Background: an optimization exercise with open tools, aiming at small area, a short achievable clock period and few clock cycles per item. Do not read the settings as production practice. Only simulation tests tie the RTL to the original design; equivalence was not proved.

==> inputs of branch fjord <==
==> flow/design.v <==
module page_table_translate_lru_fifo_core #(
	parameter int MAX_ENTRIES = 16,
	parameter int ADDR_BITS   = 16
) (
	input  logic        clk,
	input  logic        arst_n,
	input  logic        push,
	output logic        full,
	input  logic [15:0] virtual_address,
	output logic        empty,
	input  logic        pop,
	output logic        fault,
	output logic [3:0]  frame,
	output logic [19:0] physical_address,
	input  logic        cfg_valid,
	output logic        cfg_ready,
	input  logic [1:0]  cfg_index,
	input  logic [15:0] cfg_data
);
	logic [15:0] ps_q;    
	logic [4:0]  n_q;     
	logic        pol_q;   
	logic        psw_q;   
	logic [15:0] psn_q;   
	logic [17:0] ps3_q;   
	logic [8:1]  z1_q, z2_q, z3_q;
	logic [17:0] ps3_d;
	logic [8:1]  z1_d, z2_d, z3_d;
	assign ps3_d = {2'b00, ps_q} + {1'b0, ps_q, 1'b0};
	always_comb begin
		for (int i = 1; i <= 8; i++) begin
			z1_d[i] = ((ps_q >> (2 * i)) == 16'd0);
			z2_d[i] = ((ps_q >> (2 * i - 1)) == 16'd0);
			z3_d[i] = ((ps3_d >> (2 * i)) == 18'd0);
		end
	end
	assign cfg_ready = 1'b1;
	always_ff @(posedge clk or negedge arst_n) begin
		if (!arst_n) begin
			ps_q  <= 16'd256;
			n_q   <= 5'd16;
			pol_q <= 1'b0;
			psw_q <= 1'b0;
		end else begin
			psw_q <= cfg_valid && (cfg_index == 2'd0);
			if (cfg_valid) begin
				case (cfg_index)
					2'd0: ps_q <= (cfg_data == 16'd0) ? 16'd1 : cfg_data;
					2'd1: n_q <= (cfg_data[4:0] == 5'd0) ? 5'd1 :
					             (cfg_data[4] && (cfg_data[3:0] != 4'd0)) ? 5'd16 : cfg_data[4:0];
					2'd2: pol_q <= cfg_data[0];
					default: begin
					end
				endcase
			end
		end
	end
	always_ff @(posedge clk) begin
		psn_q <= ~ps_q;
		ps3_q <= ps3_d;
		z1_q  <= z1_d;
		z2_q  <= z2_d;
		z3_q  <= z3_d;
	end
	logic [16:0] ps2;
	assign ps2 = {ps_q, 1'b0};
	logic adv;       
	logic hv_q, kv_q;
	assign adv   = !kv_q;
	assign full  = kv_q || psw_q;
	assign empty = !hv_q;
	localparam logic [8:1] REGM = 8'b1111_1110;
	logic [15:0] xi [1:8], xs [1:8], xr [1:8];
	logic [15:0] qi [1:8], qs [1:8], qr [1:8];
	logic        vi [1:8], vr [1:8];
	genvar k;
	generate
		for (k = 1; k <= 8; k++) begin : g_div
			localparam int J = 16 - 2 * k;  
			localparam int W = 2 * k;       
			logic [W-1:0] t;
			logic [W:0]   d1, d2, d3;
			logic         c1, c2, c3;
			logic         z1, z2, z3;
			logic [W-1:0] nt;
			logic [1:0]   qb;
			if (k == 1) begin : g_in
				assign xi[k] = virtual_address;
				assign qi[k] = 16'd0;
				assign vi[k] = push && !psw_q;
			end else if (REGM[k-1]) begin : g_reg
				assign xi[k] = xr[k-1];
				assign qi[k] = qr[k-1];
				assign vi[k] = vr[k-1];
			end else begin : g_comb
				assign xi[k] = xs[k-1];
				assign qi[k] = qs[k-1];
				assign vi[k] = vi[k-1];
			end
			logic [15:0] pk;    
			if (k >= 6) begin : g_psn
				assign pk = ~psn_q;
			end else begin : g_ps
				assign pk = ps_q;
			end
			assign t  = xi[k][15:J];
			assign z1 = z1_q[k];
			assign z2 = z2_q[k];
			assign z3 = z3_q[k];
			assign d1 = {1'b0, t} - {1'b0, pk[W-1:0]};
			assign d2 = {1'b0, t} - {1'b0, pk[W-2:0], 1'b0};
			assign d3 = {1'b0, t} - {1'b0, ps3_q[W-1:0]};
			assign c1 = z1 && !d1[W];
			assign c2 = z2 && !d2[W];
			assign c3 = z3 && !d3[W];
			assign qb = c3 ? 2'd3 : c2 ? 2'd2 : c1 ? 2'd1 : 2'd0;
			assign nt = c3 ? d3[W-1:0] : c2 ? d2[W-1:0] : c1 ? d1[W-1:0] : t;
			if (J > 0) begin : g_lo
				assign xs[k] = {nt, xi[k][J-1:0]};
			end else begin : g_last
				assign xs[k] = nt;
			end
			assign qs[k] = qi[k] | (16'(qb) << J);
			if (REGM[k]) begin : g_ff
				always_ff @(posedge clk or negedge arst_n) begin
					if (!arst_n) begin
						vr[k] <= 1'b0;
					end else if (adv) begin
						vr[k] <= vi[k];
					end
				end
				always_ff @(posedge clk) begin
					if (adv) begin
						xr[k] <= xs[k];
						qr[k] <= qs[k];
					end
				end
			end
		end
	endgenerate
	logic [15:0] e_pg [16];
	logic [3:0]  e_fr [16];
	logic [4:0]  vc_q;      
	logic [15:0] vm_q;      
	logic        ft_q;      
	logic [15:0] pre_d;
	logic        prv_d;
	logic [15:0] pre_q;
	logic        prv_q;
	logic [15:0] ush_q;     
	logic [15:0] uwt_q;     
	logic        uev_q;     
	logic        uin_q;     
	logic [15:0] pg_t;
	assign pg_t = qr[8];
	genvar j;
	generate
		for (j = 0; j < 16; j++) begin : g_pre
			assign pre_d[j] = (e_pg[j] == qs[8]);
		end
	endgenerate
	assign prv_d = (pg_t == qs[8]);
	logic        tp;        
	logic [15:0] eq, ge, first, top, inst, sh, wt;
	logic        hit, lru_hit, evict, install, rot;
	logic [3:0]  hf, nf;
	assign tp = adv && vr[8];
	always_comb begin
		for (int i = 0; i < 16; i++) begin
			if (ush_q[i]) eq[i] = pre_q[(i + 1) % 16];
			else if (uwt_q[i]) eq[i] = prv_q;
			else eq[i] = pre_q[i];
		end
		eq = eq & vm_q;
		ge[0] = eq[0];
		for (int i = 1; i < 16; i++) ge[i] = ge[i-1] | eq[i];
		first[0] = eq[0];
		for (int i = 1; i < 16; i++) first[i] = eq[i] & !ge[i-1];
		for (int i = 0; i < 15; i++) top[i] = vm_q[i] & !vm_q[i+1];
		top[15] = vm_q[15];
		inst[0] = !vm_q[0];
		for (int i = 1; i < 16; i++) inst[i] = vm_q[i-1] & !vm_q[i];
		if (uev_q) hit = (|(pre_q[15:1] & vm_q[15:1])) || prv_q;
		else if (uin_q) hit = (|(pre_q & vm_q & ~uwt_q)) || prv_q;
		else hit = |(pre_q & vm_q);
		lru_hit = hit && !pol_q;
		evict   = !hit && ft_q;
		install = !hit && !ft_q;
		rot     = lru_hit || evict;
		for (int i = 0; i < 15; i++) sh[i] = tp && vm_q[i+1] && (evict || (lru_hit && ge[i]));
		sh[15] = 1'b0;
		for (int i = 0; i < 16; i++) wt[i] = tp && ((rot && top[i]) || (install && inst[i]));
		hf = 4'd0;
		for (int i = 0; i < 16; i++) hf = hf | (first[i] ? e_fr[i] : 4'd0);
		nf = install ? vc_q[3:0] : (hit ? hf : e_fr[0]);
	end
	always_ff @(posedge clk) begin
		for (int i = 0; i < 16; i++) begin
			if (sh[i]) begin
				e_pg[i] <= e_pg[(i + 1) % 16];
				e_fr[i] <= e_fr[(i + 1) % 16];
			end else if (wt[i]) begin
				e_pg[i] <= pg_t;
				e_fr[i] <= nf;
			end
		end
	end
	logic [4:0]  vc_inc;
	logic [15:0] vm_same, vm_inc;
	assign vc_inc = vc_q + 5'd1;
	always_comb begin
		for (int i = 0; i < 16; i++) begin
			vm_same[i] = (5'(i) < vc_q)   && (5'(i) < n_q);
			vm_inc[i]  = (5'(i) < vc_inc) && (5'(i) < n_q);
		end
	end
	always_ff @(posedge clk or negedge arst_n) begin
		if (!arst_n) begin
			vc_q <= 5'd0;
			vm_q <= 16'd0;
			ft_q <= 1'b0;
		end else if (tp && install) begin
			vc_q <= vc_inc;
			vm_q <= vm_inc;
			ft_q <= (vc_inc >= n_q);
		end else begin
			vm_q <= vm_same;
			ft_q <= (vc_q >= n_q);
		end
	end
	logic        r_v_q, r_fault_q;
	logic [3:0]  r_frame_q;
	logic [15:0] r_off_q;
	always_ff @(posedge clk or negedge arst_n) begin
		if (!arst_n) begin
			r_v_q <= 1'b0;
		end else if (adv) begin
			r_v_q <= vr[8];
		end
	end
	always_ff @(posedge clk) begin
		if (adv) begin
			pre_q     <= pre_d;
			prv_q     <= prv_d;
			ush_q     <= sh;
			uwt_q     <= wt;
			uev_q     <= tp && evict;
			uin_q     <= tp && install;
			r_fault_q <= !hit;
			r_frame_q <= nf;
			r_off_q   <= xr[8];
		end
	end
	logic [19:0] phys_d;
	logic [17:0] m_lo, m_hi;
	always_comb begin
		case (r_frame_q[1:0])
			2'd0: m_lo = 18'd0;
			2'd1: m_lo = {2'b00, ps_q};
			2'd2: m_lo = {1'b0, ps2};
			default: m_lo = ps3_q;
		endcase
		case (r_frame_q[3:2])
			2'd0: m_hi = 18'd0;
			2'd1: m_hi = {2'b00, ps_q};
			2'd2: m_hi = {1'b0, ps2};
			default: m_hi = ps3_q;
		endcase
	end
	assign phys_d = r_fault_q ? 20'd0 : ({4'd0, r_off_q} + {2'd0, m_lo} + {m_hi, 2'b00});
	logic        h_fault_q, k_fault_q;
	logic [3:0]  h_frame_q, k_frame_q;
	logic [19:0] h_phys_q, k_phys_q;
	logic        rpush, hpop;
	assign rpush = adv && r_v_q;
	assign hpop  = pop && hv_q;
	always_ff @(posedge clk or negedge arst_n) begin
		if (!arst_n) begin
			hv_q <= 1'b0;
			kv_q <= 1'b0;
		end else begin
			if (hpop) begin
				hv_q <= kv_q || rpush;
				kv_q <= 1'b0;
			end else if (rpush) begin
				hv_q <= 1'b1;
				kv_q <= hv_q;
			end
		end
	end
	always_ff @(posedge clk) begin
		if (hpop && kv_q) begin
			h_fault_q <= k_fault_q;
			h_frame_q <= k_frame_q;
			h_phys_q  <= k_phys_q;
		end else if (rpush && (hpop || !hv_q)) begin
			h_fault_q <= r_fault_q;
			h_frame_q <= r_frame_q;
			h_phys_q  <= phys_d;
		end
		if (rpush && hv_q && !hpop) begin
			k_fault_q <= r_fault_q;
			k_frame_q <= r_frame_q;
			k_phys_q  <= phys_d;
		end
	end
	assign fault            = h_fault_q;
	assign frame            = h_frame_q;
	assign physical_address = h_phys_q;
endmodule
==> flow/run.sh <==
#!/bin/bash
# synth_recipe.tcl (not shown) runs the flow's synth.tcl, then flattens the netlist and writes it again
# the make line also repeats each setting of config.mk as NAME=value (left out here)
make -C /OpenROAD-flow-scripts/flow DESIGN_CONFIG=/design/flow/config.mk WORK_HOME=/design/flow/orfs CLKGATE_MAP_FILE= SYNTH_SCRIPT=/design/flow/synth_recipe.tcl finish
==> flow/config.mk <==
export PLATFORM = sky130hd
export DESIGN_NAME = page_table_translate_lru_fifo_core
export DESIGN_NICKNAME = page_table_translate_lru_fifo_core
export VERILOG_FILES = /design/flow/design.v
export SDC_FILE = /design/flow/constraint.sdc
export NUM_CORES = 4
export LEC_CHECK = 0
export ABC_CLOCK_PERIOD_IN_PS = 4000
export CAP_MARGIN = 20
export CORE_MARGIN = 2
export CORE_UTILIZATION = 55
export SETUP_SLACK_MARGIN = 2.7
export SLEW_MARGIN = 20
export TNS_END_PERCENT = 5
==> flow/constraint.sdc <==
create_clock -name core_clock -period 6.5 [get_ports {clk}]
set_input_delay 1.3000 -clock core_clock [delete_from_list [all_inputs] [get_ports {clk}]]
set_output_delay 1.3000 -clock core_clock [all_outputs]
set_load 0.01 [all_outputs]
==> branch nickel: changes against branch fjord <==
--- a/flow/design.v
+++ b/flow/design.v
@@ -20,54 +20,33 @@
 	logic [15:0] ps_q;    
 	logic [4:0]  n_q;     
 	logic        pol_q;   
-	logic        psw_q;   
-	logic [15:0] psn_q;   
 	logic [17:0] ps3_q;   
-	logic [8:1]  z1_q, z2_q, z3_q;
-	logic [17:0] ps3_d;
-	logic [8:1]  z1_d, z2_d, z3_d;
-	assign ps3_d = {2'b00, ps_q} + {1'b0, ps_q, 1'b0};
-	always_comb begin
-		for (int i = 1; i <= 8; i++) begin
-			z1_d[i] = ((ps_q >> (2 * i)) == 16'd0);
-			z2_d[i] = ((ps_q >> (2 * i - 1)) == 16'd0);
-			z3_d[i] = ((ps3_d >> (2 * i)) == 18'd0);
-		end
-	end
 	assign cfg_ready = 1'b1;
 	always_ff @(posedge clk or negedge arst_n) begin
 		if (!arst_n) begin
 			ps_q  <= 16'd256;
 			n_q   <= 5'd16;
 			pol_q <= 1'b0;
-			psw_q <= 1'b0;
-		end else begin
-			psw_q <= cfg_valid && (cfg_index == 2'd0);
-			if (cfg_valid) begin
-				case (cfg_index)
-					2'd0: ps_q <= (cfg_data == 16'd0) ? 16'd1 : cfg_data;
-					2'd1: n_q <= (cfg_data[4:0] == 5'd0) ? 5'd1 :
-					             (cfg_data[4] && (cfg_data[3:0] != 4'd0)) ? 5'd16 : cfg_data[4:0];
-					2'd2: pol_q <= cfg_data[0];
-					default: begin
-					end
-				endcase
-			end
-		end
-	end
-	always_ff @(posedge clk) begin
-		psn_q <= ~ps_q;
-		ps3_q <= ps3_d;
-		z1_q  <= z1_d;
-		z2_q  <= z2_d;
-		z3_q  <= z3_d;
+		end else if (cfg_valid) begin
+			case (cfg_index)
+				2'd0: ps_q <= (cfg_data == 16'd0) ? 16'd1 : cfg_data;
+				2'd1: n_q <= (cfg_data[4:0] == 5'd0) ? 5'd1 :
+				             (cfg_data[4] && (cfg_data[3:0] != 4'd0)) ? 5'd16 : cfg_data[4:0];
+				2'd2: pol_q <= cfg_data[0];
+				default: begin
+				end
+			endcase
+		end
+	end
+	always_ff @(posedge clk) begin
+		ps3_q <= {2'b00, ps_q} + {1'b0, ps_q, 1'b0};
 	end
 	logic [16:0] ps2;
 	assign ps2 = {ps_q, 1'b0};
 	logic adv;       
 	logic hv_q, kv_q;
 	assign adv   = !kv_q;
-	assign full  = kv_q || psw_q;
+	assign full  = kv_q;
 	assign empty = !hv_q;
 	localparam logic [8:1] REGM = 8'b1111_1110;
 	logic [15:0] xi [1:8], xs [1:8], xr [1:8];
@@ -84,10 +63,11 @@
 			logic         z1, z2, z3;
 			logic [W-1:0] nt;
 			logic [1:0]   qb;
+			logic [W-1:0] p3;   
 			if (k == 1) begin : g_in
 				assign xi[k] = virtual_address;
 				assign qi[k] = 16'd0;
-				assign vi[k] = push && !psw_q;
+				assign vi[k] = push;
 			end else if (REGM[k-1]) begin : g_reg
 				assign xi[k] = xr[k-1];
 				assign qi[k] = qr[k-1];
@@ -97,19 +77,19 @@
 				assign qi[k] = qs[k-1];
 				assign vi[k] = vi[k-1];
 			end
-			logic [15:0] pk;    
-			if (k >= 6) begin : g_psn
-				assign pk = ~psn_q;
-			end else begin : g_ps
-				assign pk = ps_q;
-			end
 			assign t  = xi[k][15:J];
-			assign z1 = z1_q[k];
-			assign z2 = z2_q[k];
-			assign z3 = z3_q[k];
-			assign d1 = {1'b0, t} - {1'b0, pk[W-1:0]};
-			assign d2 = {1'b0, t} - {1'b0, pk[W-2:0], 1'b0};
-			assign d3 = {1'b0, t} - {1'b0, ps3_q[W-1:0]};
+			assign z1 = (W >= 16) ? 1'b1 : (ps_q  >> W) == 16'd0;
+			assign z2 = (ps2 >> W) == 17'd0;
+			if (k <= 2) begin : g_z3
+				assign p3 = ps_q[W-1:0] + {ps_q[W-2:0], 1'b0};
+				assign z3 = (ps_q <= 16'(((1 << W) - 1) / 3));
+			end else begin : g_z3r
+				assign z3 = (ps3_q >> W) == 18'd0;
+				assign p3 = ps3_q[W-1:0];
+			end
+			assign d1 = {1'b0, t} - {1'b0, ps_q[W-1:0]};
+			assign d2 = {1'b0, t} - {1'b0, ps2[W-1:0]};
+			assign d3 = {1'b0, t} - {1'b0, p3};
 			assign c1 = z1 && !d1[W];
 			assign c2 = z2 && !d2[W];
 			assign c3 = z3 && !d3[W];
@@ -149,8 +129,6 @@
 	logic        prv_q;
 	logic [15:0] ush_q;     
 	logic [15:0] uwt_q;     
-	logic        uev_q;     
-	logic        uin_q;     
 	logic [15:0] pg_t;
 	assign pg_t = qr[8];
 	genvar j;
@@ -180,9 +158,7 @@
 		top[15] = vm_q[15];
 		inst[0] = !vm_q[0];
 		for (int i = 1; i < 16; i++) inst[i] = vm_q[i-1] & !vm_q[i];
-		if (uev_q) hit = (|(pre_q[15:1] & vm_q[15:1])) || prv_q;
-		else if (uin_q) hit = (|(pre_q & vm_q & ~uwt_q)) || prv_q;
-		else hit = |(pre_q & vm_q);
+		hit     = ge[15];
 		lru_hit = hit && !pol_q;
 		evict   = !hit && ft_q;
 		install = !hit && !ft_q;
@@ -244,8 +220,6 @@
 			prv_q     <= prv_d;
 			ush_q     <= sh;
 			uwt_q     <= wt;
-			uev_q     <= tp && evict;
-			uin_q     <= tp && install;
 			r_fault_q <= !hit;
 			r_frame_q <= nf;
 			r_off_q   <= xr[8];
CTS_CLUSTER_DIAMETER = 90   (was unset)
CTS_CLUSTER_SIZE = 25   (was unset)
TNS_END_PERCENT = 0   (was 5)
==> comparison table <==
quantity	branch nickel	branch fjord
Run status	no timing/DRC/antenna violations	no timing/DRC/antenna violations
Crit path from	virtual_address[14]	psn_q[0]
Post-synth top area share	0.421	0.412
End of the worst hold path	qr[5][8]	r_off_q[13]
Number of enable flip-flop cells after synthesis	621	623
Synthesized-area fraction occupied by and/or/nand/nor cells	0.101	0.111
Last element of the critical path	xr[2][13]	pre_q[15]
Reg-to-reg critical path startpoint	r_frame_q[3]	psn_q[0]
Fraction of area in registers	0.422	0.414
Clock Buffer Count	49	105
Max-slew headroom	0.260	0.255
Largest net degree at the start of global routing	156	106
Via count of the first global-routing pass	30753	33692
Fraction of final layout cells with drive strength greater than 1	0.173	0.165
Area inside the core boundary	80200 um2	82000 um2
Testbench counts of branch fjord, summed over its fixed seeds: cycles 8,211, items 7,251.
Testbench counts of branch nickel, summed over its fixed seeds: cycles 8,211, items 7,251.

-- port drivers added, routing unchanged --
In the flow no input, the clock included, has a driving cell. The finished layouts below were timed again as built, in two steps.
Step 1 assumes that a clkbuf_16 drives the clock port and a buf_2 every other input.
Step 2 times the ports against the registers' clock, not the clock port: input delays grow and output delays shrink by t, the midpoint of the rising clock arrivals with the driver on.
Slacks: ideal ports / drivers / drivers and shift; pairs: ideal ports / drivers.
run	shift t [ns]	slack for setup (ns)	clock arrival spread, ns	worst register clock-pin slew, ns	worst data-port slew with drivers (ns)
branch fjord	0.708	2.560 / 2.560 / 2.195	0.032 / 0.032	0.07 / 0.07	0.06
branch nickel	0.656	2.513 / 2.552 / 1.896	0.037 / 0.038	0.11 / 0.11	0.11
After both steps setup and hold are still met in every run listed. The setup slack of branch nickel, which loses most, moves by +0.039 ns with the drivers and by -0.617 ns with both steps.
